Context: an optimization exercise on an open-source flow, tuned for small area, a short achievable clock period and few clock cycles per item. The choices shown serve that exercise and are no tape-out recipe. No run shown here included a check of the RTL's function; only the layout flow was run. No run shown here takes its clock network from TritonCTS; it comes from the design's own scripts or RTL. The clock port is modelled as an ideal driver, which makes a skipped or thinned clock tree look cheaper than it is; a real chip needs a root buffer or a tree. No activity file was given, so power comes from the tool's default toggle rates.

[flow/flow/run.sh]
#!/bin/bash
# The standard layout (the standard.sh, standard synthesis unchanged) with
# smaller port buffers and a two-level clock tree built by flow/pre_cts.tcl
# (four root buffers on the clock port, sixteen leaf buffers) in place of
# TritonCTS. Each tool's output goes to standard.log.
set -euo pipefail
export BUFFER_PORTS_ARGS="-buffer_cell sky130_fd_sc_hd__buf_2"
export PRE_CTS_TCL="$PWD/flow/pre_cts.tcl"
bash standard.sh > standard.log 2>&1
[flow/standard.sh]
#!/bin/bash
# synth_recipe.tcl (not shown) runs the flow's synth.tcl, then flattens the netlist and writes it again
# the make line also repeats each setting of config.mk as NAME=value (left out here)
make -C /OpenROAD-flow-scripts/flow DESIGN_CONFIG=/design/flow/config.mk WORK_HOME=/design/flow/orfs CLKGATE_MAP_FILE= SYNTH_SCRIPT=/design/flow/synth_recipe.tcl "${@:-finish}"
[flow/constraint.sdc]
create_clock -name core_clock -period 5.5 [get_ports {clk_i}]
set_input_delay 1.1000 -clock core_clock [delete_from_list [all_inputs] [get_ports {clk_i}]]
set_output_delay 1.1000 -clock core_clock [all_outputs]
set_load 0.01 [all_outputs]
[flow/config.mk]
export PLATFORM = sky130hd
export DESIGN_NAME = argb_pixel_blend_unit
export DESIGN_NICKNAME = argb_pixel_blend_unit
export VERILOG_FILES = /design/flow/design.v
export SDC_FILE = /design/flow/constraint.sdc
export NUM_CORES = 4
export LEC_CHECK = 0
export CAP_MARGIN = 20
export CORE_MARGIN = 2
export CORE_UTILIZATION = 40
export SETUP_SLACK_MARGIN = 3.55
export SLEW_MARGIN = 20
export SYNTH_HIERARCHICAL = 1
[flow/flow/clock_tree.tcl]
proc build_clock_tree {nx ny leafcell rootcell} {
  set db [ord::get_db]
  set block [ord::get_db_block]
  set clk [$block findNet clk_i]
  set pts {}
  foreach it [$clk getITerms] {
    set inst [$it getInst]
    set b [$inst getBBox]
    lappend pts [list $it [expr {([$b xMin]+[$b xMax])/2}] [expr {([$b yMin]+[$b yMax])/2}]]
  }
  set n [llength $pts]
  set byx [lsort -integer -index 1 $pts]
  set leaves {}
  for {set i 0} {$i < $nx} {incr i} {
    set col [lsort -integer -index 2 [lrange $byx [expr {$i * $n / $nx}] [expr {($i + 1) * $n / $nx - 1}]]]
    set m [llength $col]
    for {set j 0} {$j < $ny} {incr j} {
      set c [lrange $col [expr {$j * $m / $ny}] [expr {($j + 1) * $m / $ny - 1}]]
      if {[llength $c] == 0} continue
      set cx 0; set cy 0
      foreach p $c { set cx [expr {$cx + [lindex $p 1]}]; set cy [expr {$cy + [lindex $p 2]}] }
      set q [expr {($i < $nx / 2 ? 0 : 1) + ($j < $ny / 2 ? 0 : 2)}]
      lappend leaves [list $c [expr {$cx / [llength $c]}] [expr {$cy / [llength $c]}] $q]
    }
  }
  set leafm [$db findMaster $leafcell]
  set rootm [$db findMaster $rootcell]
  set k 0
  for {set q 0} {$q < 4} {incr q} {
    set mine {}
    foreach l $leaves { if {[lindex $l 3] == $q} { lappend mine $l } }
    if {[llength $mine] == 0} continue
    set rx 0; set ry 0
    foreach l $mine { set rx [expr {$rx + [lindex $l 1]}]; set ry [expr {$ry + [lindex $l 2]}] }
    set root [odb::dbInst_create $block $rootm clkbuf_root_$q]
    $root setLocation [expr {$rx / [llength $mine]}] [expr {$ry / [llength $mine]}]
    $root setPlacementStatus PLACED
    set rnet [odb::dbNet_create $block clknet_root_$q]
    $rnet setSigType CLOCK
    [$root findITerm A] connect $clk
    [$root findITerm X] connect $rnet
    foreach l $mine {
      set b [odb::dbInst_create $block $leafm clkbuf_leaf_$k]
      $b setLocation [lindex $l 1] [lindex $l 2]
      $b setPlacementStatus PLACED
      set net [odb::dbNet_create $block clknet_leaf_$k]
      $net setSigType CLOCK
      [$b findITerm A] connect $rnet
      [$b findITerm X] connect $net
      foreach p [lindex $l 0] {
        set it [lindex $p 0]
        $it disconnect
        $it connect $net
      }
      incr k
    }
  }
  $clk setSigType CLOCK
  puts "build_clock_tree: $n sinks, $k leaf buffers"
}
[flow/design.v]
module argb_pixel_blend_unit (
  input  logic        clk_i,
  input  logic        rst_ni,
  input  logic        start_i,
  output logic        busy_o,
  input  logic [31:0] src_pixel_i,
  input  logic [31:0] dst_pixel_i,
  output logic        done_o,
  output logic [31:0] out_pixel_o,
  input  logic        cfg_valid_i,
  output logic        cfg_ready_o,
  input  logic [1:0]  cfg_index_i,
  input  logic [31:0] cfg_data_i
);
  logic [2:0]  mode_q;
  logic [7:0]  ca_q;
  logic        sel_q;
  logic [31:0] fill_q;
  assign cfg_ready_o = 1'b1;
  assign busy_o      = 1'b0;
  logic fill_set_q;
  always_ff @(posedge clk_i or negedge rst_ni) begin
    if (!rst_ni) begin
      mode_q     <= 3'd0;
      ca_q       <= 8'hFF;
      sel_q      <= 1'b0;
      fill_set_q <= 1'b0;
    end else if (cfg_valid_i) begin
      case (cfg_index_i)
        2'd0: mode_q     <= cfg_data_i[2:0];
        2'd1: ca_q       <= cfg_data_i[7:0];
        2'd2: sel_q      <= cfg_data_i[0];
        2'd3: fill_set_q <= 1'b1;
        default: ;
      endcase
    end
  end
  always_ff @(posedge clk_i) begin
    if (cfg_valid_i && cfg_index_i == 2'd3) fill_q <= cfg_data_i;
  end
  logic [31:0] s_pix;
  assign s_pix = ({32{sel_q && fill_set_q}} & fill_q) | ({32{!sel_q}} & src_pixel_i);
  logic        m_inv_src, m_inv_dst, m_blend, m_add, m_sub;
  logic [7:0]  alpha;
  logic [23:0] p_d, q_d;
  logic [7:0]  top_d;
  assign m_inv_src = (mode_q == 3'd1);
  assign m_inv_dst = (mode_q == 3'd2);
  assign m_blend   = (mode_q == 3'd3) || (mode_q == 3'd4) || (mode_q == 3'd7);
  assign m_add     = (mode_q == 3'd5);
  assign m_sub     = (mode_q == 3'd6);
  always_comb begin
    case (mode_q)
      3'd3:    alpha = s_pix[31:24];
      3'd4:    alpha = dst_pixel_i[31:24];
      default: alpha = ca_q;
    endcase
  end
  assign p_d   = m_inv_dst ? ~dst_pixel_i[23:0] :
                 (m_inv_src || m_sub) ? ~s_pix[23:0] : s_pix[23:0];
  assign q_d   = dst_pixel_i[23:0];
  assign top_d = m_inv_dst ? ~dst_pixel_i[31:24] :
                 m_inv_src ? ~s_pix[31:24] :
                 (mode_q == 3'd0) ? s_pix[31:24] : 8'd0;
  logic        v1_q;
  logic [23:0] p_q, q_q;
  logic [7:0]  top1_q, ra_q;
  logic        dir1_q, dirb1_q, add1_q, sub1_q;
  always_ff @(posedge clk_i or negedge rst_ni) begin
    if (!rst_ni) v1_q <= 1'b0;
    else         v1_q <= start_i;
  end
  logic [7:0] rb_q, rb;
  always_ff @(posedge clk_i) begin
    p_q     <= p_d;
    q_q     <= q_d;
    top1_q  <= top_d;
    ra_q    <= m_blend ? alpha : 8'd0;
    rb_q    <= m_blend ? ~alpha : 8'd0;
    dir1_q  <= !m_blend;
    dirb1_q <= m_add || m_sub;
    add1_q  <= m_add;
    sub1_q  <= m_sub;
  end
  assign rb = rb_q;
  logic [7:0] pp0 [8];
  logic [7:0] da0, db0;
  always_comb begin
    for (int i = 0; i < 8; i++)
      pp0[i] = ({8{ra_q[i]}} & p_q[7:0]) | ({8{rb[i]}} & q_q[7:0]);
  end
  assign da0 = p_q[7:0] & {8{dir1_q}};
  assign db0 = q_q[7:0] & {8{dirb1_q}};
  logic [7:0] pp1 [8];
  logic [7:0] da1, db1;
  always_comb begin
    for (int i = 0; i < 8; i++)
      pp1[i] = ({8{ra_q[i]}} & p_q[15:8]) | ({8{rb[i]}} & q_q[15:8]);
  end
  assign da1 = p_q[15:8] & {8{dir1_q}};
  assign db1 = q_q[15:8] & {8{dirb1_q}};
  logic [7:0] pp2 [8];
  logic [7:0] da2, db2;
  always_comb begin
    for (int i = 0; i < 8; i++)
      pp2[i] = ({8{ra_q[i]}} & p_q[23:16]) | ({8{rb[i]}} & q_q[23:16]);
  end
  assign da2 = p_q[23:16] & {8{dir1_q}};
  assign db2 = q_q[23:16] & {8{dirb1_q}};
  logic [2:0] cy1;
  logic [9:0] cys0;
  assign cys0 = {1'b0, p_q[7:0], sub1_q} + {1'b0, q_q[7:0], sub1_q};
  assign cy1[0] = cys0[9];
  logic [9:0] cys1;
  assign cys1 = {1'b0, p_q[15:8], sub1_q} + {1'b0, q_q[15:8], sub1_q};
  assign cy1[1] = cys1[9];
  logic [9:0] cys2;
  assign cys2 = {1'b0, p_q[23:16], sub1_q} + {1'b0, q_q[23:16], sub1_q};
  assign cy1[2] = cys2[9];
  logic t0_1;
  logic t0_2;
  abp_fa u_t0_1 (.a(pp0[0][2]), .b(pp0[1][1]), .c(pp0[2][0]), .s(t0_1), .co(t0_2));
  logic t0_3;
  logic t0_4;
  abp_fa u_t0_3 (.a(pp0[0][3]), .b(pp0[1][2]), .c(pp0[2][1]), .s(t0_3), .co(t0_4));
  logic t0_5;
  logic t0_6;
  abp_fa u_t0_5 (.a(pp0[0][4]), .b(pp0[1][3]), .c(pp0[2][2]), .s(t0_5), .co(t0_6));
  logic t0_7;
  logic t0_8;
  abp_fa u_t0_7 (.a(pp0[0][5]), .b(pp0[1][4]), .c(pp0[2][3]), .s(t0_7), .co(t0_8));
  logic t0_9;
  logic t0_10;
  abp_fa u_t0_9 (.a(pp0[3][2]), .b(pp0[4][1]), .c(pp0[5][0]), .s(t0_9), .co(t0_10));
  logic t0_11;
  logic t0_12;
  abp_fa u_t0_11 (.a(pp0[0][6]), .b(pp0[1][5]), .c(pp0[2][4]), .s(t0_11), .co(t0_12));
  logic t0_13;
  logic t0_14;
  abp_fa u_t0_13 (.a(pp0[3][3]), .b(pp0[4][2]), .c(pp0[5][1]), .s(t0_13), .co(t0_14));
  logic t0_15;
  logic t0_16;
  abp_fa u_t0_15 (.a(pp0[0][7]), .b(pp0[1][6]), .c(pp0[2][5]), .s(t0_15), .co(t0_16));
  logic t0_17;
  logic t0_18;
  abp_fa u_t0_17 (.a(pp0[3][4]), .b(pp0[4][3]), .c(pp0[5][2]), .s(t0_17), .co(t0_18));
  logic t0_19;
  logic t0_20;
  abp_fa u_t0_19 (.a(pp0[1][7]), .b(pp0[2][6]), .c(pp0[3][5]), .s(t0_19), .co(t0_20));
  logic t0_21;
  logic t0_22;
  abp_fa u_t0_21 (.a(pp0[4][4]), .b(pp0[5][3]), .c(pp0[6][2]), .s(t0_21), .co(t0_22));
  logic t0_23;
  logic t0_24;
  abp_fa u_t0_23 (.a(pp0[7][1]), .b(da0[0]), .c(db0[0]), .s(t0_23), .co(t0_24));
  logic t0_25;
  logic t0_26;
  abp_fa u_t0_25 (.a(pp0[2][7]), .b(pp0[3][6]), .c(pp0[4][5]), .s(t0_25), .co(t0_26));
  logic t0_27;
  logic t0_28;
  abp_fa u_t0_27 (.a(pp0[5][4]), .b(pp0[6][3]), .c(pp0[7][2]), .s(t0_27), .co(t0_28));
  logic t0_29;
  logic t0_30;
  abp_ha u_t0_29 (.a(da0[1]), .b(db0[1]), .s(t0_29), .co(t0_30));
  logic t0_31;
  logic t0_32;
  abp_fa u_t0_31 (.a(pp0[3][7]), .b(pp0[4][6]), .c(pp0[5][5]), .s(t0_31), .co(t0_32));
  logic t0_33;
  logic t0_34;
  abp_fa u_t0_33 (.a(pp0[6][4]), .b(pp0[7][3]), .c(da0[2]), .s(t0_33), .co(t0_34));
  logic t0_35;
  logic t0_36;
  abp_fa u_t0_35 (.a(pp0[4][7]), .b(pp0[5][6]), .c(pp0[6][5]), .s(t0_35), .co(t0_36));
  logic t0_37;
  logic t0_38;
  abp_fa u_t0_37 (.a(pp0[7][4]), .b(da0[3]), .c(db0[3]), .s(t0_37), .co(t0_38));
  logic t0_39;
  logic t0_40;
  abp_fa u_t0_39 (.a(pp0[5][7]), .b(pp0[6][6]), .c(pp0[7][5]), .s(t0_39), .co(t0_40));
  logic t0_41;
  logic t0_42;
  abp_fa u_t0_41 (.a(pp0[6][7]), .b(pp0[7][6]), .c(da0[5]), .s(t0_41), .co(t0_42));
  logic t0_43;
  logic t0_44;
  abp_fa u_t0_43 (.a(pp0[7][7]), .b(da0[6]), .c(db0[6]), .s(t0_43), .co(t0_44));
  logic t1_1;
  logic t1_2;
  abp_fa u_t1_1 (.a(pp1[0][2]), .b(pp1[1][1]), .c(pp1[2][0]), .s(t1_1), .co(t1_2));
  logic t1_3;
  logic t1_4;
  abp_fa u_t1_3 (.a(pp1[0][3]), .b(pp1[1][2]), .c(pp1[2][1]), .s(t1_3), .co(t1_4));
  logic t1_5;
  logic t1_6;
  abp_fa u_t1_5 (.a(pp1[0][4]), .b(pp1[1][3]), .c(pp1[2][2]), .s(t1_5), .co(t1_6));
  logic t1_7;
  logic t1_8;
  abp_fa u_t1_7 (.a(pp1[0][5]), .b(pp1[1][4]), .c(pp1[2][3]), .s(t1_7), .co(t1_8));
  logic t1_9;
  logic t1_10;
  abp_fa u_t1_9 (.a(pp1[3][2]), .b(pp1[4][1]), .c(pp1[5][0]), .s(t1_9), .co(t1_10));
  logic t1_11;
  logic t1_12;
  abp_fa u_t1_11 (.a(pp1[0][6]), .b(pp1[1][5]), .c(pp1[2][4]), .s(t1_11), .co(t1_12));
  logic t1_13;
  logic t1_14;
  abp_fa u_t1_13 (.a(pp1[3][3]), .b(pp1[4][2]), .c(pp1[5][1]), .s(t1_13), .co(t1_14));
  logic t1_15;
  logic t1_16;
  abp_fa u_t1_15 (.a(pp1[0][7]), .b(pp1[1][6]), .c(pp1[2][5]), .s(t1_15), .co(t1_16));
  logic t1_17;
  logic t1_18;
  abp_fa u_t1_17 (.a(pp1[3][4]), .b(pp1[4][3]), .c(pp1[5][2]), .s(t1_17), .co(t1_18));
  logic t1_19;
  logic t1_20;
  abp_fa u_t1_19 (.a(pp1[1][7]), .b(pp1[2][6]), .c(pp1[3][5]), .s(t1_19), .co(t1_20));
  logic t1_21;
  logic t1_22;
  abp_fa u_t1_21 (.a(pp1[4][4]), .b(pp1[5][3]), .c(pp1[6][2]), .s(t1_21), .co(t1_22));
  logic t1_23;
  logic t1_24;
  abp_fa u_t1_23 (.a(pp1[7][1]), .b(da1[0]), .c(db1[0]), .s(t1_23), .co(t1_24));
  logic t1_25;
  logic t1_26;
  abp_fa u_t1_25 (.a(pp1[2][7]), .b(pp1[3][6]), .c(pp1[4][5]), .s(t1_25), .co(t1_26));
  logic t1_27;
  logic t1_28;
  abp_fa u_t1_27 (.a(pp1[5][4]), .b(pp1[6][3]), .c(pp1[7][2]), .s(t1_27), .co(t1_28));
  logic t1_29;
  logic t1_30;
  abp_ha u_t1_29 (.a(da1[1]), .b(db1[1]), .s(t1_29), .co(t1_30));
  logic t1_31;
  logic t1_32;
  abp_fa u_t1_31 (.a(pp1[3][7]), .b(pp1[4][6]), .c(pp1[5][5]), .s(t1_31), .co(t1_32));
  logic t1_33;
  logic t1_34;
  abp_fa u_t1_33 (.a(pp1[6][4]), .b(pp1[7][3]), .c(da1[2]), .s(t1_33), .co(t1_34));
  logic t1_35;
  logic t1_36;
  abp_fa u_t1_35 (.a(pp1[4][7]), .b(pp1[5][6]), .c(pp1[6][5]), .s(t1_35), .co(t1_36));
  logic t1_37;
  logic t1_38;
  abp_fa u_t1_37 (.a(pp1[7][4]), .b(da1[3]), .c(db1[3]), .s(t1_37), .co(t1_38));
  logic t1_39;
  logic t1_40;
  abp_fa u_t1_39 (.a(pp1[5][7]), .b(pp1[6][6]), .c(pp1[7][5]), .s(t1_39), .co(t1_40));
  logic t1_41;
  logic t1_42;
  abp_fa u_t1_41 (.a(pp1[6][7]), .b(pp1[7][6]), .c(da1[5]), .s(t1_41), .co(t1_42));
  logic t1_43;
  logic t1_44;
  abp_fa u_t1_43 (.a(pp1[7][7]), .b(da1[6]), .c(db1[6]), .s(t1_43), .co(t1_44));
  logic t2_1;
  logic t2_2;
  abp_fa u_t2_1 (.a(pp2[0][2]), .b(pp2[1][1]), .c(pp2[2][0]), .s(t2_1), .co(t2_2));
  logic t2_3;
  logic t2_4;
  abp_fa u_t2_3 (.a(pp2[0][3]), .b(pp2[1][2]), .c(pp2[2][1]), .s(t2_3), .co(t2_4));
  logic t2_5;
  logic t2_6;
  abp_fa u_t2_5 (.a(pp2[0][4]), .b(pp2[1][3]), .c(pp2[2][2]), .s(t2_5), .co(t2_6));
  logic t2_7;
  logic t2_8;
  abp_fa u_t2_7 (.a(pp2[0][5]), .b(pp2[1][4]), .c(pp2[2][3]), .s(t2_7), .co(t2_8));
  logic t2_9;
  logic t2_10;
  abp_fa u_t2_9 (.a(pp2[3][2]), .b(pp2[4][1]), .c(pp2[5][0]), .s(t2_9), .co(t2_10));
  logic t2_11;
  logic t2_12;
  abp_fa u_t2_11 (.a(pp2[0][6]), .b(pp2[1][5]), .c(pp2[2][4]), .s(t2_11), .co(t2_12));
  logic t2_13;
  logic t2_14;
  abp_fa u_t2_13 (.a(pp2[3][3]), .b(pp2[4][2]), .c(pp2[5][1]), .s(t2_13), .co(t2_14));
  logic t2_15;
  logic t2_16;
  abp_fa u_t2_15 (.a(pp2[0][7]), .b(pp2[1][6]), .c(pp2[2][5]), .s(t2_15), .co(t2_16));
  logic t2_17;
  logic t2_18;
  abp_fa u_t2_17 (.a(pp2[3][4]), .b(pp2[4][3]), .c(pp2[5][2]), .s(t2_17), .co(t2_18));
  logic t2_19;
  logic t2_20;
  abp_fa u_t2_19 (.a(pp2[1][7]), .b(pp2[2][6]), .c(pp2[3][5]), .s(t2_19), .co(t2_20));
  logic t2_21;
  logic t2_22;
  abp_fa u_t2_21 (.a(pp2[4][4]), .b(pp2[5][3]), .c(pp2[6][2]), .s(t2_21), .co(t2_22));
  logic t2_23;
  logic t2_24;
  abp_fa u_t2_23 (.a(pp2[7][1]), .b(da2[0]), .c(db2[0]), .s(t2_23), .co(t2_24));
  logic t2_25;
  logic t2_26;
  abp_fa u_t2_25 (.a(pp2[2][7]), .b(pp2[3][6]), .c(pp2[4][5]), .s(t2_25), .co(t2_26));
  logic t2_27;
  logic t2_28;
  abp_fa u_t2_27 (.a(pp2[5][4]), .b(pp2[6][3]), .c(pp2[7][2]), .s(t2_27), .co(t2_28));
  logic t2_29;
  logic t2_30;
  abp_ha u_t2_29 (.a(da2[1]), .b(db2[1]), .s(t2_29), .co(t2_30));
  logic t2_31;
  logic t2_32;
  abp_fa u_t2_31 (.a(pp2[3][7]), .b(pp2[4][6]), .c(pp2[5][5]), .s(t2_31), .co(t2_32));
  logic t2_33;
  logic t2_34;
  abp_fa u_t2_33 (.a(pp2[6][4]), .b(pp2[7][3]), .c(da2[2]), .s(t2_33), .co(t2_34));
  logic t2_35;
  logic t2_36;
  abp_fa u_t2_35 (.a(pp2[4][7]), .b(pp2[5][6]), .c(pp2[6][5]), .s(t2_35), .co(t2_36));
  logic t2_37;
  logic t2_38;
  abp_fa u_t2_37 (.a(pp2[7][4]), .b(da2[3]), .c(db2[3]), .s(t2_37), .co(t2_38));
  logic t2_39;
  logic t2_40;
  abp_fa u_t2_39 (.a(pp2[5][7]), .b(pp2[6][6]), .c(pp2[7][5]), .s(t2_39), .co(t2_40));
  logic t2_41;
  logic t2_42;
  abp_fa u_t2_41 (.a(pp2[6][7]), .b(pp2[7][6]), .c(da2[5]), .s(t2_41), .co(t2_42));
  logic t2_43;
  logic t2_44;
  abp_fa u_t2_43 (.a(pp2[7][7]), .b(da2[6]), .c(db2[6]), .s(t2_43), .co(t2_44));
  logic t0_45;
  logic t0_46;
  abp_fa u_t0_45 (.a(t0_2), .b(t0_3), .c(pp0[3][0]), .s(t0_45), .co(t0_46));
  logic t0_47;
  logic t0_48;
  abp_fa u_t0_47 (.a(t0_4), .b(t0_5), .c(pp0[3][1]), .s(t0_47), .co(t0_48));
  logic t0_49;
  logic t0_50;
  abp_fa u_t0_49 (.a(t0_6), .b(t0_7), .c(t0_9), .s(t0_49), .co(t0_50));
  logic t0_51;
  logic t0_52;
  abp_fa u_t0_51 (.a(t0_8), .b(t0_10), .c(t0_11), .s(t0_51), .co(t0_52));
  logic t0_53;
  logic t0_54;
  abp_fa u_t0_53 (.a(t0_12), .b(t0_14), .c(t0_15), .s(t0_53), .co(t0_54));
  logic t0_55;
  logic t0_56;
  abp_fa u_t0_55 (.a(t0_17), .b(pp0[6][1]), .c(pp0[7][0]), .s(t0_55), .co(t0_56));
  logic t0_57;
  logic t0_58;
  abp_fa u_t0_57 (.a(t0_16), .b(t0_18), .c(t0_19), .s(t0_57), .co(t0_58));
  logic t0_59;
  logic t0_60;
  abp_ha u_t0_59 (.a(t0_21), .b(t0_23), .s(t0_59), .co(t0_60));
  logic t0_61;
  logic t0_62;
  abp_fa u_t0_61 (.a(t0_20), .b(t0_22), .c(t0_24), .s(t0_61), .co(t0_62));
  logic t0_63;
  logic t0_64;
  abp_fa u_t0_63 (.a(t0_25), .b(t0_27), .c(t0_29), .s(t0_63), .co(t0_64));
  logic t0_65;
  logic t0_66;
  abp_fa u_t0_65 (.a(t0_26), .b(t0_28), .c(t0_30), .s(t0_65), .co(t0_66));
  logic t0_67;
  logic t0_68;
  abp_fa u_t0_67 (.a(t0_31), .b(t0_33), .c(db0[2]), .s(t0_67), .co(t0_68));
  logic t0_69;
  logic t0_70;
  abp_fa u_t0_69 (.a(t0_32), .b(t0_34), .c(t0_35), .s(t0_69), .co(t0_70));
  logic t0_71;
  logic t0_72;
  abp_fa u_t0_71 (.a(t0_36), .b(t0_38), .c(t0_39), .s(t0_71), .co(t0_72));
  logic t0_73;
  logic t0_74;
  abp_fa u_t0_73 (.a(t0_40), .b(t0_41), .c(db0[5]), .s(t0_73), .co(t0_74));
  logic t0_75;
  logic t0_76;
  abp_fa u_t0_75 (.a(t0_44), .b(da0[7]), .c(db0[7]), .s(t0_75), .co(t0_76));
  logic t1_45;
  logic t1_46;
  abp_fa u_t1_45 (.a(t1_2), .b(t1_3), .c(pp1[3][0]), .s(t1_45), .co(t1_46));
  logic t1_47;
  logic t1_48;
  abp_fa u_t1_47 (.a(t1_4), .b(t1_5), .c(pp1[3][1]), .s(t1_47), .co(t1_48));
  logic t1_49;
  logic t1_50;
  abp_fa u_t1_49 (.a(t1_6), .b(t1_7), .c(t1_9), .s(t1_49), .co(t1_50));
  logic t1_51;
  logic t1_52;
  abp_fa u_t1_51 (.a(t1_8), .b(t1_10), .c(t1_11), .s(t1_51), .co(t1_52));
  logic t1_53;
  logic t1_54;
  abp_fa u_t1_53 (.a(t1_12), .b(t1_14), .c(t1_15), .s(t1_53), .co(t1_54));
  logic t1_55;
  logic t1_56;
  abp_fa u_t1_55 (.a(t1_17), .b(pp1[6][1]), .c(pp1[7][0]), .s(t1_55), .co(t1_56));
  logic t1_57;
  logic t1_58;
  abp_fa u_t1_57 (.a(t1_16), .b(t1_18), .c(t1_19), .s(t1_57), .co(t1_58));
  logic t1_59;
  logic t1_60;
  abp_ha u_t1_59 (.a(t1_21), .b(t1_23), .s(t1_59), .co(t1_60));
  logic t1_61;
  logic t1_62;
  abp_fa u_t1_61 (.a(t1_20), .b(t1_22), .c(t1_24), .s(t1_61), .co(t1_62));
  logic t1_63;
  logic t1_64;
  abp_fa u_t1_63 (.a(t1_25), .b(t1_27), .c(t1_29), .s(t1_63), .co(t1_64));
  logic t1_65;
  logic t1_66;
  abp_fa u_t1_65 (.a(t1_26), .b(t1_28), .c(t1_30), .s(t1_65), .co(t1_66));
  logic t1_67;
  logic t1_68;
  abp_fa u_t1_67 (.a(t1_31), .b(t1_33), .c(db1[2]), .s(t1_67), .co(t1_68));
  logic t1_69;
  logic t1_70;
  abp_fa u_t1_69 (.a(t1_32), .b(t1_34), .c(t1_35), .s(t1_69), .co(t1_70));
  logic t1_71;
  logic t1_72;
  abp_fa u_t1_71 (.a(t1_36), .b(t1_38), .c(t1_39), .s(t1_71), .co(t1_72));
  logic t1_73;
  logic t1_74;
  abp_fa u_t1_73 (.a(t1_40), .b(t1_41), .c(db1[5]), .s(t1_73), .co(t1_74));
  logic t1_75;
  logic t1_76;
  abp_fa u_t1_75 (.a(t1_44), .b(da1[7]), .c(db1[7]), .s(t1_75), .co(t1_76));
  logic t2_45;
  logic t2_46;
  abp_fa u_t2_45 (.a(t2_2), .b(t2_3), .c(pp2[3][0]), .s(t2_45), .co(t2_46));
  logic t2_47;
  logic t2_48;
  abp_fa u_t2_47 (.a(t2_4), .b(t2_5), .c(pp2[3][1]), .s(t2_47), .co(t2_48));
  logic t2_49;
  logic t2_50;
  abp_fa u_t2_49 (.a(t2_6), .b(t2_7), .c(t2_9), .s(t2_49), .co(t2_50));
  logic t2_51;
  logic t2_52;
  abp_fa u_t2_51 (.a(t2_8), .b(t2_10), .c(t2_11), .s(t2_51), .co(t2_52));
  logic t2_53;
  logic t2_54;
  abp_fa u_t2_53 (.a(t2_12), .b(t2_14), .c(t2_15), .s(t2_53), .co(t2_54));
  logic t2_55;
  logic t2_56;
  abp_fa u_t2_55 (.a(t2_17), .b(pp2[6][1]), .c(pp2[7][0]), .s(t2_55), .co(t2_56));
  logic t2_57;
  logic t2_58;
  abp_fa u_t2_57 (.a(t2_16), .b(t2_18), .c(t2_19), .s(t2_57), .co(t2_58));
  logic t2_59;
  logic t2_60;
  abp_ha u_t2_59 (.a(t2_21), .b(t2_23), .s(t2_59), .co(t2_60));
  logic t2_61;
  logic t2_62;
  abp_fa u_t2_61 (.a(t2_20), .b(t2_22), .c(t2_24), .s(t2_61), .co(t2_62));
  logic t2_63;
  logic t2_64;
  abp_fa u_t2_63 (.a(t2_25), .b(t2_27), .c(t2_29), .s(t2_63), .co(t2_64));
  logic t2_65;
  logic t2_66;
  abp_fa u_t2_65 (.a(t2_26), .b(t2_28), .c(t2_30), .s(t2_65), .co(t2_66));
  logic t2_67;
  logic t2_68;
  abp_fa u_t2_67 (.a(t2_31), .b(t2_33), .c(db2[2]), .s(t2_67), .co(t2_68));
  logic t2_69;
  logic t2_70;
  abp_fa u_t2_69 (.a(t2_32), .b(t2_34), .c(t2_35), .s(t2_69), .co(t2_70));
  logic t2_71;
  logic t2_72;
  abp_fa u_t2_71 (.a(t2_36), .b(t2_38), .c(t2_39), .s(t2_71), .co(t2_72));
  logic t2_73;
  logic t2_74;
  abp_fa u_t2_73 (.a(t2_40), .b(t2_41), .c(db2[5]), .s(t2_73), .co(t2_74));
  logic t2_75;
  logic t2_76;
  abp_fa u_t2_75 (.a(t2_44), .b(da2[7]), .c(db2[7]), .s(t2_75), .co(t2_76));
  logic v2_q, add2_q, sub2_q;
  logic [7:0] top2_q;
  logic [2:0] cy2_q;
  always_ff @(posedge clk_i or negedge rst_ni) begin
    if (!rst_ni) v2_q <= 1'b0;
    else         v2_q <= v1_q;
  end
  logic [43:0] r2_0_q;
  logic [43:0] r2_1_q;
  logic [43:0] r2_2_q;
  always_ff @(posedge clk_i) begin
    add2_q <= add1_q;
    sub2_q <= sub1_q;
    top2_q <= top1_q;
    cy2_q <= cy1;
    r2_0_q <= {t0_76, t0_75, t0_43, t0_42, t0_74, t0_73, t0_72, db0[4], da0[4], t0_71, t0_70, t0_37, t0_69, t0_68, t0_66, t0_67, t0_65, t0_64, t0_62, t0_63, t0_61, t0_60, t0_58, t0_59, t0_57, t0_56, t0_54, t0_55, t0_53, t0_52, pp0[6][0], t0_13, t0_51, t0_50, t0_49, t0_48, pp0[4][0], t0_47, t0_46, t0_45, t0_1, pp0[1][0], pp0[0][1], pp0[0][0]};
    r2_1_q <= {t1_76, t1_75, t1_43, t1_42, t1_74, t1_73, t1_72, db1[4], da1[4], t1_71, t1_70, t1_37, t1_69, t1_68, t1_66, t1_67, t1_65, t1_64, t1_62, t1_63, t1_61, t1_60, t1_58, t1_59, t1_57, t1_56, t1_54, t1_55, t1_53, t1_52, pp1[6][0], t1_13, t1_51, t1_50, t1_49, t1_48, pp1[4][0], t1_47, t1_46, t1_45, t1_1, pp1[1][0], pp1[0][1], pp1[0][0]};
    r2_2_q <= {t2_76, t2_75, t2_43, t2_42, t2_74, t2_73, t2_72, db2[4], da2[4], t2_71, t2_70, t2_37, t2_69, t2_68, t2_66, t2_67, t2_65, t2_64, t2_62, t2_63, t2_61, t2_60, t2_58, t2_59, t2_57, t2_56, t2_54, t2_55, t2_53, t2_52, pp2[6][0], t2_13, t2_51, t2_50, t2_49, t2_48, pp2[4][0], t2_47, t2_46, t2_45, t2_1, pp2[1][0], pp2[0][1], pp2[0][0]};
  end
  logic t2_0_1;
  logic t2_0_2;
  abp_ha u_t2_0_1 (.a(r2_0_q[10]), .b(r2_0_q[11]), .s(t2_0_1), .co(t2_0_2));
  logic t2_0_3;
  logic t2_0_4;
  abp_ha u_t2_0_3 (.a(r2_0_q[14]), .b(r2_0_q[15]), .s(t2_0_3), .co(t2_0_4));
  logic t2_0_5;
  logic t2_0_6;
  abp_fa u_t2_0_5 (.a(r2_0_q[17]), .b(r2_0_q[18]), .c(r2_0_q[19]), .s(t2_0_5), .co(t2_0_6));
  logic t2_0_7;
  logic t2_0_8;
  abp_fa u_t2_0_7 (.a(r2_0_q[21]), .b(r2_0_q[22]), .c(r2_0_q[23]), .s(t2_0_7), .co(t2_0_8));
  logic t2_0_9;
  logic t2_0_10;
  abp_fa u_t2_0_9 (.a(r2_0_q[25]), .b(r2_0_q[26]), .c(r2_0_q[27]), .s(t2_0_9), .co(t2_0_10));
  logic t2_0_11;
  logic t2_0_12;
  abp_fa u_t2_0_11 (.a(r2_0_q[29]), .b(r2_0_q[30]), .c(r2_0_q[31]), .s(t2_0_11), .co(t2_0_12));
  logic t2_0_13;
  logic t2_0_14;
  abp_fa u_t2_0_13 (.a(r2_0_q[33]), .b(r2_0_q[34]), .c(r2_0_q[35]), .s(t2_0_13), .co(t2_0_14));
  logic t2_1_1;
  logic t2_1_2;
  abp_ha u_t2_1_1 (.a(r2_1_q[10]), .b(r2_1_q[11]), .s(t2_1_1), .co(t2_1_2));
  logic t2_1_3;
  logic t2_1_4;
  abp_ha u_t2_1_3 (.a(r2_1_q[14]), .b(r2_1_q[15]), .s(t2_1_3), .co(t2_1_4));
  logic t2_1_5;
  logic t2_1_6;
  abp_fa u_t2_1_5 (.a(r2_1_q[17]), .b(r2_1_q[18]), .c(r2_1_q[19]), .s(t2_1_5), .co(t2_1_6));
  logic t2_1_7;
  logic t2_1_8;
  abp_fa u_t2_1_7 (.a(r2_1_q[21]), .b(r2_1_q[22]), .c(r2_1_q[23]), .s(t2_1_7), .co(t2_1_8));
  logic t2_1_9;
  logic t2_1_10;
  abp_fa u_t2_1_9 (.a(r2_1_q[25]), .b(r2_1_q[26]), .c(r2_1_q[27]), .s(t2_1_9), .co(t2_1_10));
  logic t2_1_11;
  logic t2_1_12;
  abp_fa u_t2_1_11 (.a(r2_1_q[29]), .b(r2_1_q[30]), .c(r2_1_q[31]), .s(t2_1_11), .co(t2_1_12));
  logic t2_1_13;
  logic t2_1_14;
  abp_fa u_t2_1_13 (.a(r2_1_q[33]), .b(r2_1_q[34]), .c(r2_1_q[35]), .s(t2_1_13), .co(t2_1_14));
  logic t2_2_1;
  logic t2_2_2;
  abp_ha u_t2_2_1 (.a(r2_2_q[10]), .b(r2_2_q[11]), .s(t2_2_1), .co(t2_2_2));
  logic t2_2_3;
  logic t2_2_4;
  abp_ha u_t2_2_3 (.a(r2_2_q[14]), .b(r2_2_q[15]), .s(t2_2_3), .co(t2_2_4));
  logic t2_2_5;
  logic t2_2_6;
  abp_fa u_t2_2_5 (.a(r2_2_q[17]), .b(r2_2_q[18]), .c(r2_2_q[19]), .s(t2_2_5), .co(t2_2_6));
  logic t2_2_7;
  logic t2_2_8;
  abp_fa u_t2_2_7 (.a(r2_2_q[21]), .b(r2_2_q[22]), .c(r2_2_q[23]), .s(t2_2_7), .co(t2_2_8));
  logic t2_2_9;
  logic t2_2_10;
  abp_fa u_t2_2_9 (.a(r2_2_q[25]), .b(r2_2_q[26]), .c(r2_2_q[27]), .s(t2_2_9), .co(t2_2_10));
  logic t2_2_11;
  logic t2_2_12;
  abp_fa u_t2_2_11 (.a(r2_2_q[29]), .b(r2_2_q[30]), .c(r2_2_q[31]), .s(t2_2_11), .co(t2_2_12));
  logic t2_2_13;
  logic t2_2_14;
  abp_fa u_t2_2_13 (.a(r2_2_q[33]), .b(r2_2_q[34]), .c(r2_2_q[35]), .s(t2_2_13), .co(t2_2_14));
  logic t2_0_15;
  logic t2_0_16;
  abp_ha u_t2_0_15 (.a(r2_0_q[5]), .b(r2_0_q[6]), .s(t2_0_15), .co(t2_0_16));
  logic t2_0_17;
  logic t2_0_18;
  abp_ha u_t2_0_17 (.a(r2_0_q[8]), .b(r2_0_q[9]), .s(t2_0_17), .co(t2_0_18));
  logic t2_0_19;
  logic t2_0_20;
  abp_fa u_t2_0_19 (.a(t2_0_1), .b(r2_0_q[12]), .c(r2_0_q[13]), .s(t2_0_19), .co(t2_0_20));
  logic t2_0_21;
  logic t2_0_22;
  abp_fa u_t2_0_21 (.a(t2_0_2), .b(t2_0_3), .c(r2_0_q[16]), .s(t2_0_21), .co(t2_0_22));
  logic t2_0_23;
  logic t2_0_24;
  abp_fa u_t2_0_23 (.a(t2_0_4), .b(t2_0_5), .c(r2_0_q[20]), .s(t2_0_23), .co(t2_0_24));
  logic t2_0_25;
  logic t2_0_26;
  abp_fa u_t2_0_25 (.a(t2_0_6), .b(t2_0_7), .c(r2_0_q[24]), .s(t2_0_25), .co(t2_0_26));
  logic t2_0_27;
  logic t2_0_28;
  abp_fa u_t2_0_27 (.a(t2_0_8), .b(t2_0_9), .c(r2_0_q[28]), .s(t2_0_27), .co(t2_0_28));
  logic t2_0_29;
  logic t2_0_30;
  abp_fa u_t2_0_29 (.a(t2_0_10), .b(t2_0_11), .c(r2_0_q[32]), .s(t2_0_29), .co(t2_0_30));
  logic t2_0_31;
  logic t2_0_32;
  abp_fa u_t2_0_31 (.a(t2_0_12), .b(t2_0_13), .c(r2_0_q[36]), .s(t2_0_31), .co(t2_0_32));
  logic t2_0_33;
  logic t2_0_34;
  abp_fa u_t2_0_33 (.a(t2_0_14), .b(r2_0_q[37]), .c(r2_0_q[38]), .s(t2_0_33), .co(t2_0_34));
  logic t2_0_35;
  logic t2_0_36;
  abp_fa u_t2_0_35 (.a(r2_0_q[39]), .b(r2_0_q[40]), .c(r2_0_q[41]), .s(t2_0_35), .co(t2_0_36));
  logic t2_1_15;
  logic t2_1_16;
  abp_ha u_t2_1_15 (.a(r2_1_q[5]), .b(r2_1_q[6]), .s(t2_1_15), .co(t2_1_16));
  logic t2_1_17;
  logic t2_1_18;
  abp_ha u_t2_1_17 (.a(r2_1_q[8]), .b(r2_1_q[9]), .s(t2_1_17), .co(t2_1_18));
  logic t2_1_19;
  logic t2_1_20;
  abp_fa u_t2_1_19 (.a(t2_1_1), .b(r2_1_q[12]), .c(r2_1_q[13]), .s(t2_1_19), .co(t2_1_20));
  logic t2_1_21;
  logic t2_1_22;
  abp_fa u_t2_1_21 (.a(t2_1_2), .b(t2_1_3), .c(r2_1_q[16]), .s(t2_1_21), .co(t2_1_22));
  logic t2_1_23;
  logic t2_1_24;
  abp_fa u_t2_1_23 (.a(t2_1_4), .b(t2_1_5), .c(r2_1_q[20]), .s(t2_1_23), .co(t2_1_24));
  logic t2_1_25;
  logic t2_1_26;
  abp_fa u_t2_1_25 (.a(t2_1_6), .b(t2_1_7), .c(r2_1_q[24]), .s(t2_1_25), .co(t2_1_26));
  logic t2_1_27;
  logic t2_1_28;
  abp_fa u_t2_1_27 (.a(t2_1_8), .b(t2_1_9), .c(r2_1_q[28]), .s(t2_1_27), .co(t2_1_28));
  logic t2_1_29;
  logic t2_1_30;
  abp_fa u_t2_1_29 (.a(t2_1_10), .b(t2_1_11), .c(r2_1_q[32]), .s(t2_1_29), .co(t2_1_30));
  logic t2_1_31;
  logic t2_1_32;
  abp_fa u_t2_1_31 (.a(t2_1_12), .b(t2_1_13), .c(r2_1_q[36]), .s(t2_1_31), .co(t2_1_32));
  logic t2_1_33;
  logic t2_1_34;
  abp_fa u_t2_1_33 (.a(t2_1_14), .b(r2_1_q[37]), .c(r2_1_q[38]), .s(t2_1_33), .co(t2_1_34));
  logic t2_1_35;
  logic t2_1_36;
  abp_fa u_t2_1_35 (.a(r2_1_q[39]), .b(r2_1_q[40]), .c(r2_1_q[41]), .s(t2_1_35), .co(t2_1_36));
  logic t2_2_15;
  logic t2_2_16;
  abp_ha u_t2_2_15 (.a(r2_2_q[5]), .b(r2_2_q[6]), .s(t2_2_15), .co(t2_2_16));
  logic t2_2_17;
  logic t2_2_18;
  abp_ha u_t2_2_17 (.a(r2_2_q[8]), .b(r2_2_q[9]), .s(t2_2_17), .co(t2_2_18));
  logic t2_2_19;
  logic t2_2_20;
  abp_fa u_t2_2_19 (.a(t2_2_1), .b(r2_2_q[12]), .c(r2_2_q[13]), .s(t2_2_19), .co(t2_2_20));
  logic t2_2_21;
  logic t2_2_22;
  abp_fa u_t2_2_21 (.a(t2_2_2), .b(t2_2_3), .c(r2_2_q[16]), .s(t2_2_21), .co(t2_2_22));
  logic t2_2_23;
  logic t2_2_24;
  abp_fa u_t2_2_23 (.a(t2_2_4), .b(t2_2_5), .c(r2_2_q[20]), .s(t2_2_23), .co(t2_2_24));
  logic t2_2_25;
  logic t2_2_26;
  abp_fa u_t2_2_25 (.a(t2_2_6), .b(t2_2_7), .c(r2_2_q[24]), .s(t2_2_25), .co(t2_2_26));
  logic t2_2_27;
  logic t2_2_28;
  abp_fa u_t2_2_27 (.a(t2_2_8), .b(t2_2_9), .c(r2_2_q[28]), .s(t2_2_27), .co(t2_2_28));
  logic t2_2_29;
  logic t2_2_30;
  abp_fa u_t2_2_29 (.a(t2_2_10), .b(t2_2_11), .c(r2_2_q[32]), .s(t2_2_29), .co(t2_2_30));
  logic t2_2_31;
  logic t2_2_32;
  abp_fa u_t2_2_31 (.a(t2_2_12), .b(t2_2_13), .c(r2_2_q[36]), .s(t2_2_31), .co(t2_2_32));
  logic t2_2_33;
  logic t2_2_34;
  abp_fa u_t2_2_33 (.a(t2_2_14), .b(r2_2_q[37]), .c(r2_2_q[38]), .s(t2_2_33), .co(t2_2_34));
  logic t2_2_35;
  logic t2_2_36;
  abp_fa u_t2_2_35 (.a(r2_2_q[39]), .b(r2_2_q[40]), .c(r2_2_q[41]), .s(t2_2_35), .co(t2_2_36));
  logic [7:0] lo3_0;
  assign lo3_0 = {1'b0, t2_0_18, t2_0_16, t2_0_15, r2_0_q[4], r2_0_q[3], r2_0_q[1], r2_0_q[0]} + {1'b0, t2_0_19, t2_0_17, r2_0_q[7], 1'b0, 1'b0, r2_0_q[2], 1'b0};
  logic [7:0] lo3_1;
  assign lo3_1 = {1'b0, t2_1_18, t2_1_16, t2_1_15, r2_1_q[4], r2_1_q[3], r2_1_q[1], r2_1_q[0]} + {1'b0, t2_1_19, t2_1_17, r2_1_q[7], 1'b0, 1'b0, r2_1_q[2], 1'b0};
  logic [7:0] lo3_2;
  assign lo3_2 = {1'b0, t2_2_18, t2_2_16, t2_2_15, r2_2_q[4], r2_2_q[3], r2_2_q[1], r2_2_q[0]} + {1'b0, t2_2_19, t2_2_17, r2_2_q[7], 1'b0, 1'b0, r2_2_q[2], 1'b0};
  logic v3_q, add3_q, sub3_q;
  logic [7:0] top3_q;
  logic [2:0] cy3_q;
  always_ff @(posedge clk_i or negedge rst_ni) begin
    if (!rst_ni) v3_q <= 1'b0;
    else         v3_q <= v2_q;
  end
  logic [19:0] r3_0_q;
  logic [19:0] r3_1_q;
  logic [19:0] r3_2_q;
  always_ff @(posedge clk_i) begin
    add3_q <= add2_q;
    sub3_q <= sub2_q;
    top3_q <= top2_q;
    cy3_q <= cy2_q;
    r3_0_q <= {r2_0_q[43], r2_0_q[42], t2_0_36, t2_0_35, t2_0_34, t2_0_33, t2_0_32, t2_0_31, t2_0_30, t2_0_29, t2_0_28, t2_0_27, t2_0_26, t2_0_25, t2_0_24, t2_0_23, t2_0_22, (lo3_0[7] | sub2_q), t2_0_21, (t2_0_20 | sub2_q)};
    r3_1_q <= {r2_1_q[43], r2_1_q[42], t2_1_36, t2_1_35, t2_1_34, t2_1_33, t2_1_32, t2_1_31, t2_1_30, t2_1_29, t2_1_28, t2_1_27, t2_1_26, t2_1_25, t2_1_24, t2_1_23, t2_1_22, (lo3_1[7] | sub2_q), t2_1_21, (t2_1_20 | sub2_q)};
    r3_2_q <= {r2_2_q[43], r2_2_q[42], t2_2_36, t2_2_35, t2_2_34, t2_2_33, t2_2_32, t2_2_31, t2_2_30, t2_2_29, t2_2_28, t2_2_27, t2_2_26, t2_2_25, t2_2_24, t2_2_23, t2_2_22, (lo3_2[7] | sub2_q), t2_2_21, (t2_2_20 | sub2_q)};
  end
  logic [7:0] res_d [3];
  logic [16:0] fa0, fb0, fs0;
  assign fa0 = {r3_0_q[19], r3_0_q[17], r3_0_q[15], r3_0_q[13], r3_0_q[11], r3_0_q[9], r3_0_q[7], r3_0_q[5], r3_0_q[3], r3_0_q[0], 1'b0, 1'b0, 1'b0, 1'b0, 1'b0, 1'b0, 1'b0};
  assign fb0 = {1'b0, r3_0_q[18], r3_0_q[16], r3_0_q[14], r3_0_q[12], r3_0_q[10], r3_0_q[8], r3_0_q[6], r3_0_q[4], r3_0_q[1], 1'b0, 1'b0, 1'b0, 1'b0, 1'b0, 1'b0, 1'b0};
  assign fs0[6:0] = 7'd0;
  logic [10:0] fh0;
  assign fh0 = {fa0[16:7], r3_0_q[2]} + {fb0[16:7], r3_0_q[2]};
  assign fs0[16:7] = fh0[10:1];
  assign res_d[0] = (add3_q && cy3_q[0]) ? 8'hFF :
                    (sub3_q && !cy3_q[0]) ? 8'h00 : fs0[15:8];
  logic [16:0] fa1, fb1, fs1;
  assign fa1 = {r3_1_q[19], r3_1_q[17], r3_1_q[15], r3_1_q[13], r3_1_q[11], r3_1_q[9], r3_1_q[7], r3_1_q[5], r3_1_q[3], r3_1_q[0], 1'b0, 1'b0, 1'b0, 1'b0, 1'b0, 1'b0, 1'b0};
  assign fb1 = {1'b0, r3_1_q[18], r3_1_q[16], r3_1_q[14], r3_1_q[12], r3_1_q[10], r3_1_q[8], r3_1_q[6], r3_1_q[4], r3_1_q[1], 1'b0, 1'b0, 1'b0, 1'b0, 1'b0, 1'b0, 1'b0};
  assign fs1[6:0] = 7'd0;
  logic [10:0] fh1;
  assign fh1 = {fa1[16:7], r3_1_q[2]} + {fb1[16:7], r3_1_q[2]};
  assign fs1[16:7] = fh1[10:1];
  assign res_d[1] = (add3_q && cy3_q[1]) ? 8'hFF :
                    (sub3_q && !cy3_q[1]) ? 8'h00 : fs1[15:8];
  logic [16:0] fa2, fb2, fs2;
  assign fa2 = {r3_2_q[19], r3_2_q[17], r3_2_q[15], r3_2_q[13], r3_2_q[11], r3_2_q[9], r3_2_q[7], r3_2_q[5], r3_2_q[3], r3_2_q[0], 1'b0, 1'b0, 1'b0, 1'b0, 1'b0, 1'b0, 1'b0};
  assign fb2 = {1'b0, r3_2_q[18], r3_2_q[16], r3_2_q[14], r3_2_q[12], r3_2_q[10], r3_2_q[8], r3_2_q[6], r3_2_q[4], r3_2_q[1], 1'b0, 1'b0, 1'b0, 1'b0, 1'b0, 1'b0, 1'b0};
  assign fs2[6:0] = 7'd0;
  logic [10:0] fh2;
  assign fh2 = {fa2[16:7], r3_2_q[2]} + {fb2[16:7], r3_2_q[2]};
  assign fs2[16:7] = fh2[10:1];
  assign res_d[2] = (add3_q && cy3_q[2]) ? 8'hFF :
                    (sub3_q && !cy3_q[2]) ? 8'h00 : fs2[15:8];
  logic        vo_q;
  logic [31:0] out_q;
  always_ff @(posedge clk_i or negedge rst_ni) begin
    if (!rst_ni) vo_q <= 1'b0;
    else         vo_q <= v3_q;
  end
  always_ff @(posedge clk_i) begin
    out_q <= {top3_q, res_d[2], res_d[1], res_d[0]};
  end
  assign done_o      = vo_q;
  assign out_pixel_o = out_q;
endmodule
module abp_fa (
  input  logic a,
  input  logic b,
  input  logic c,
  output logic s,
  output logic co
);
  assign s  = a ^ b ^ c;
  assign co = (a & b) | (a & c) | (b & c);
endmodule
module abp_ha (
  input  logic a,
  input  logic b,
  output logic s,
  output logic co
);
  assign s  = a ^ b;
  assign co = a & b;
endmodule
[flow/flow/pre_cts.tcl]
# PRE_CTS hook: build the clock tree here (two buffer levels, see
# clock_tree.tcl) instead of TritonCTS, whose H-tree adds a third level.
source [file join [file dirname [info script]] clock_tree.tcl]
build_clock_tree 4 4 sky130_fd_sc_hd__clkbuf_16 sky130_fd_sc_hd__clkbuf_16
set_propagated_clock [all_clocks]
# cts.tcl calls clock_tree_synthesis next; the tree is already built.
rename clock_tree_synthesis orfs_unused_clock_tree_synthesis
proc clock_tree_synthesis {args} {
  puts "clock_tree_synthesis skipped: clock tree built by flow/pre_cts.tcl"
}
==> results_dict.tcl, run 1 <==
set metrics [dict create \
    grt_max_degree 38 \
    min_path_type "register to register" \
    utilization 0.444 \
    synth-seq-cells 366 \
    worst_slack_ps 3560 \
    yosysTopAreaCell "dfxtp_1" \
    dp_slack_ps 3000 \
    clock-skew-final_ps 19.9 \
    synth_cell_types 53 \
    syn_avg_cell_area_um2 12.7 \
    synth_common_cells "317 x dfxtp_1, 197 x a22o_1, 150 x fa_1" \
    synth.net_count 1647 \
    critPathArrivalTime_ps 840 \
    fp.coreArea_um2 41700 \
    die_w_um 209 \
    setup_viol_count_final 0 \
    drv_slew 0 \
    yosys-top-cells-area "dfxtp_1 38%, fa_1 18%, a22o_1 10%" \
    ant_nets 0 \
    row_count 75 \
    synth_cells 1320 \
    io_pins 137 \
    status "complete, no violations" \
    r2r_setup_slack_ps 3590 \
    synth_top_area_frac 0.378 \
    layout-area-overhead-vs-synth_pct 10.1 \
    whs_ps 327 \
    post-synth-top-count-cell "dfxtp_1" \
    slowest_stage "dfrtp_1" \
    finalSetupTns_ps 0 \
    rsz0062_at_grt "true" \
    drc 0 \
    die_area_um2 43600 \
    routedWlPerCell_um 20.4 \
    die_h_um 209 \
    yosysSeqAreaShare 0.461 \
    finalCriticalPeriod_ps 1940 \
    layout-drive-gt1-share 0.191 \
    worstPathMaxFanout 1 \
    antenna_cells 0 \
    cp.required_ps 4400 \
    fin_crit_sh 0.353 \
    globalplace.congestion 0.831 \
    async_flop_share 0.0464 \
    endpoint_kind "output port" \
    yosys_warnings 15 \
    cp-start-kind "register" \
    fmax_mhz 516 \
    p_per_area_nw_per_um2 529 \
    routed_wl_um 39100 \
    grt_pass1_wl_um 61900 \
    hold_viol 0 \
    antenna_found_initial 5 \
    clkTransAtPathRegs_ps 90 \
    path_delay_family "flip-flops" \
    slowest_delay_ps 380 \
    drt-pass1-iter-count 4 \
    grt_overflow 0 \
    slew_headroom 0.601 \
    cts_hold_buf 0 \
    grt.total_usage 0.175 \
    yosys_most_used_dff "dfxtp_1" \
    io_buffers 134 \
    drt-initial-drc-count 650 \
    leakagePower_uw 0.00797 \
    synth_edf_count 32 \
    grt_pass1_vias 10700 \
    syn-cell-area_um2 16800 \
    crit_path_cell_trace "buf_2" \
    final_nets 1704 \
    clkLatencyLatePin_ps 330 \
    maxCapViolCount 0 \
    tightest_slew_ps 599 \
    vdd_drop_max_uv 229 \
    vias_per_cell 5.51 \
    vias 10600 \
    initial_core_util 0.403 \
    worstSetupPathType "register to output port" \
    fillers 3860 \
    dp_hpwl_um 27300 \
    crit_buf_inv 1 \
]
==> logic make-up after synthesis <==
logic type / Yosys count / share of synthesized area
and+or+nand+nor: 143 / 0.0496
adders and majority gates: 225 / 0.235
muxes: 44 / 0.0277
AOI/OAI and AO/OA: 386 / 0.180
buffers and inverters: 121 / 0.0292
other: 2 / 0.000447
DFF: 366 / 0.461
xor gates and xnor gates: 33 / 0.0172
==> metrics by stage <==
stage          power (uW)  cell area [um^2]  std cells
2_1_floorplan        7070             16800       1320
3_3_place_gp         8180             17700       1883
3_5_place_dp         8310             17700       1883
4_1_cts              9800             18300       1907
5_1_grt             10600             18500       1914
6_report             9780             18500       1914
==> cell type report <==
type,count,area (um^2),share of cell area
repair buffers,148,841,0.0455
well taps,539,674,0.0365
plain buffers,20,500,0.0271
flip-flops and latches,366,7840,0.424
multi-input cells,834,8600,0.465
inverters,7,26.3,0.00142
==> routing by layer <==
metal  vias up  track usage  share of wire  wire (um)
met3        68       0.0234          0.058       2280
met5         -            0         0.0013         52
met1      5266        0.252           0.46      17900
met4         8       0.0342          0.022        866
met2       339        0.285           0.46      18000
li1       4871            -              -          -
==> sequential cells by signal (all words and copies together) (netlist names), 8 cells and up <==
name and flops:
r2_0_q 42, r2_1_q 42, r2_2_q 42, fill_q 32, out_q 32, p_q 24
q_q 24, r3_0_q 19, r3_1_q 19, r3_2_q 19, ca_q 8, ra_q 8
rb_q 8, top1_q 8, top2_q 8, top3_q 8
==> power by group <==
part	total [uW]	switching (uW)	internal [uW]
combinational	3790	1920	1870
sequential	4560	883	3680
clock	1430	777	656
total	9780	3580	6200
==> Yosys stat by module (local to each module, per instance) <==
module | times used | flops+latches | cells
argb_pixel_blend_unit | 1 | 366 | 1152
abp_ha | 18 | 0 | 1
abp_fa | 150 | 0 | 1
==> what timing repair did <==
item                                   in CTS  in global routing
pin swaps                                   0                  1
setup buffers                               3                  7
resized for setup                          37                 29
setup endpoints to repair                 122                 35
endpoints found under the hold margin       0                  0
cloned                                      1                  0
==> placed cells by master (no fill, tap or decap), types with 9 or more instances in the layout <==
cell type,Yosys,layout
dfxtp_1,317,275
a22o_1,197,197
fa_1,150,150
buf_2,5,134
ha_1,75,75
and2_1,49,49
a21oi_1,38,38
o21ai_0,34,34
xnor2_1,33,33
edfxtp_1,32,32
nand2_1,27,27
dfxtp_2,0,25
a22oi_1,24,24
mux2i_1,24,24
mux2_2,20,20
clkbuf_16,0,20
dfxtp_4,0,17
a21o_1,15,15
a211oi_1,13,13
nor2_1,12,12
o211ai_1,10,10
and3_1,10,9
nand3_1,9,9
==> final timing paths <==
check	startpoint	to	cells past startpoint
max	vo_q	done_o	1
min	top1_q[5]	top2_q[5]	0
max reg2reg	q_q[3]	r2_0_q[28]	3
min reg2reg	top1_q[5]	top2_q[5]	0
max in group asynchronous	rst_ni	ca_q[2]	1
min in group asynchronous	rst_ni	v1_q	1
==> run 2: changes to the inputs <==
==> flow/flow/run.sh (replaced) <==
#!/bin/bash
# The standard layout (the standard.sh, standard synthesis unchanged) with
# smaller port buffers and a two-level clock tree built by flow/pre_cts.tcl
# (four root buffers on the clock port, twenty-four leaf buffers) in place of
# TritonCTS. Each tool's output goes to standard.log.
set -euo pipefail
export BUFFER_PORTS_ARGS="-buffer_cell sky130_fd_sc_hd__buf_2"
export PRE_CTS_TCL="$PWD/flow/pre_cts.tcl"
bash standard.sh > standard.log 2>&1
==> flow/flow/pre_cts.tcl (replaced) <==
# PRE_CTS hook: build the clock tree here (two buffer levels, see
# clock_tree.tcl) instead of TritonCTS, whose H-tree adds a third level.
source [file join [file dirname [info script]] clock_tree.tcl]
build_clock_tree 6 4 sky130_fd_sc_hd__clkbuf_8 sky130_fd_sc_hd__clkbuf_16
set_propagated_clock [all_clocks]
# cts.tcl calls clock_tree_synthesis next; the tree is already built.
rename clock_tree_synthesis orfs_unused_clock_tree_synthesis
proc clock_tree_synthesis {args} {
  puts "clock_tree_synthesis skipped: clock tree built by flow/pre_cts.tcl"
}
==> run 2 against run 1 <==
Against the previous run: still clean on timing, DRC and antenna; via count rose by 0.37%; routed wire length increased by 0.36%; design area down 0.83%; combinational power decreased by 1%.
==> results_dict.tcl, run 2 <==
set metrics [dict create \
    status "complete, no violations" \
    io_buffers 134 \
    reg_top3 "r2_0_q (42), r2_1_q (42), r2_2_q (42)" \
    slowest_delay_ps 510 \
    synth_cell_types 53 \
    use_met1 0.248 \
    tightest_slew_ps 591 \
    drt-initial-drc-count 631 \
    vias_per_cell 5.52 \
    initial_core_util 0.403 \
    io_pins 137 \
    vias 10600 \
    globalplace.congestion 0.831 \
    clkTransAtPathRegs_ps 100 \
    yosys_warnings 15 \
    fillers 3883 \
    syn-cell-area_um2 16800 \
    grt_overflow 0 \
    final_area_um2 18300 \
    post-synth-top-count-cell "dfxtp_1" \
    seqCellArea_um2 7840 \
    setup_viol_count_final 0 \
    finalCriticalPeriod_ps 1950 \
    ant_nets 0 \
    cp.required_ps 5690 \
    mostFrequentLayoutCells "278 x dfxtp_1, 197 x a22o_1, 150 x fa_1, 134 x buf_2, 75 x ha_1" \
    row_count 75 \
    slowest_stage "dfxtp_4" \
    gr-usage-met3 0.0272 \
    yosysTopAreaCell "dfxtp_1" \
    crit_top_cell "fa_1" \
    routed_wl_um 39200 \
    synth_top_area_frac 0.378 \
    maxCapViolCount 0 \
    syn_avg_cell_area_um2 12.7 \
    routedWlPerCell_um 20.5 \
    grt.total_usage 0.176 \
    yosysSeqAreaShare 0.461 \
    grt_pass1_wl_um 62100 \
    drc 0 \
    yosys_most_used_dff "dfxtp_1" \
    dp_hpwl_um 27300 \
    endpoint_kind "register" \
    grt_max_degree 38 \
    yosys-top-cells-area "dfxtp_1 38%, fa_1 18%, a22o_1 10%" \
    busiest_layer "met2" \
    r2r_setup_slack_ps 3550 \
    final_common_cell "dfxtp_1" \
    fin_crit_sh 0.355 \
    layout-area-overhead-vs-synth_pct 9.21 \
    fp.coreArea_um2 41700 \
    async_flop_share 0.0464 \
    drt-pass1-iter-count 5 \
    drv_slew 0 \
    clock-skew-final_ps 26.3 \
    cp-start-kind "register" \
    place_area_um2 17700 \
    p_per_area_nw_per_um2 524 \
    fmax_mhz 512 \
    multiInputGateArea_um2 8600 \
    synth.net_count 1647 \
    final_nets 1707 \
    rsz0062_at_grt "true" \
    grt_use_met2 0.286 \
    synth_edf_count 32 \
    slew_headroom 0.606 \
    leakagePower_uw 0.00790 \
    antenna_found_initial 5 \
    clkLatencyLatePin_ps 330 \
    antenna_cells 0 \
    worstSetupPathType "register to register" \
    utilization 0.440 \
    layout-drive-gt1-share 0.190 \
    dp_slack_ps 3000 \
    worstPathMaxFanout 13 \
    synth-seq-cells 366 \
    synth_cells 1320 \
    grt_pass1_vias 10800 \
    crit_path_cell_trace "buf_6, a22o_1, fa_1, fa_1" \
    die_w_um 209 \
    hold_viol 0 \
    critPathArrivalTime_ps 2140 \
    die_h_um 209 \
    worst_slack_ps 3550 \
    vdd_drop_max_uv 252 \
    synth_common_cells "317 x dfxtp_1, 197 x a22o_1, 150 x fa_1" \
    finalSetupTns_ps 0 \
    die_area_um2 43600 \
    min_path_type "register to register" \
]
## run 2: final timing paths
kind / start / endpoint / cells past startpoint
max in group asynchronous: rst_ni / ca_q[2] / 1
max: rb_q[7] / r2_2_q[38] / 4
min in group asynchronous: rst_ni / fill_set_q / 1
max reg2reg: rb_q[7] / r2_2_q[38] / 4
min: r2_1_q[42] / r3_1_q[18] / 0
min reg2reg: r2_1_q[42] / r3_1_q[18] / 0
## run 2: cell families after synthesis
kind of cell,synth area share
adder cells (fa/ha/maj),0.235
flip-flops,0.461
AND/OR/NAND/NOR,0.0496
AO/OA/AOI/OAI,0.180
buffers and inverters,0.0292
multiplexers,0.0277
XOR/XNOR,0.0172
other,0.000447
## run 2: metrics by stage
stage,std cells,power [uW],hold WS (ps)
final,1917,9620,320
after global placement,1883,8180,312
after global routing,1917,10400,325
after CTS,1915,9670,324
after detailed placement,1883,8310,312
after floorplan,1320,7070,310
## run 2: repair_timing
item	in CTS	in global routing
setup buffers	3	2
pin swaps	0	1
cloned	1	0
resized for setup	37	26
hold buffers	0	0
setup endpoints to repair	122	34
## run 2: final cells by class
type | instances | share of cell area
tap | 539 | 0.0368
timing repair buffer | 143 | 0.0416
sequential | 366 | 0.427
multi-input combinational | 834 | 0.469
inverter | 7 | 0.00143
buffer | 28 | 0.0235
## run 2: report_power, final
part	switching, uW	internal [uW]
Combinational	1910	1840
Sequential	889	3680
Clock	773	528
## run 2: routing by layer
metal	wire (um)	vias up
met5	56	-
met2	18200	358
met3	2510	66
met1	17600	5290
li1	-	4869
met4	913	8
## run 2: critical path: cells and delay by family (launching register included)
| kind | cells | cell delay, ps |
|---|---|---|
| compound gates | 1 | 170 |
| fa+ha+maj | 2 | 900 |
| buf+inv | 1 | 240 |
| flops | 1 | 510 |
## run 2: modules after synthesis (local to each module, per instance)
module | cells | area, um^2 | copies in the design | flops+latches
abp_fa | 1 | 20.0 | 150 | 0
abp_ha | 1 | 12.5 | 18 | 0
argb_pixel_blend_unit | 1152 | 13600 | 1 | 366

separate check: timing with driven ports:
Ports are ideal in the flow. The routed layouts listed here were re-timed in OpenROAD.
Step 1 sets driving cells, clkbuf_16 on the clock port and buf_2 on the other inputs (assumed; they add their load-dependent delay and slew).
Step 2 adds t to the input delays and takes it off the output delays; t is the mean of the earliest and latest rising clock arrival at the registers after step 1. Input paths then give back, and output paths get back, about the clock's delay inside the block.
Slacks: ideal / step 1 / step 2; pairs: ideal / step 1.
run	shift t [ns]	setup slack, ns	hold slack, ns
run 1	0.428	3.560 / 3.447 / 3.309	0.327 / 0.327 / 0.327
run 2	0.435	3.549 / 3.434 / 3.309	0.320 / 0.320 / 0.320
After both steps every run listed still meets setup and hold. The setup slack of run 1, which loses most, moves by -0.113 ns with the drivers and by -0.251 ns with both steps.
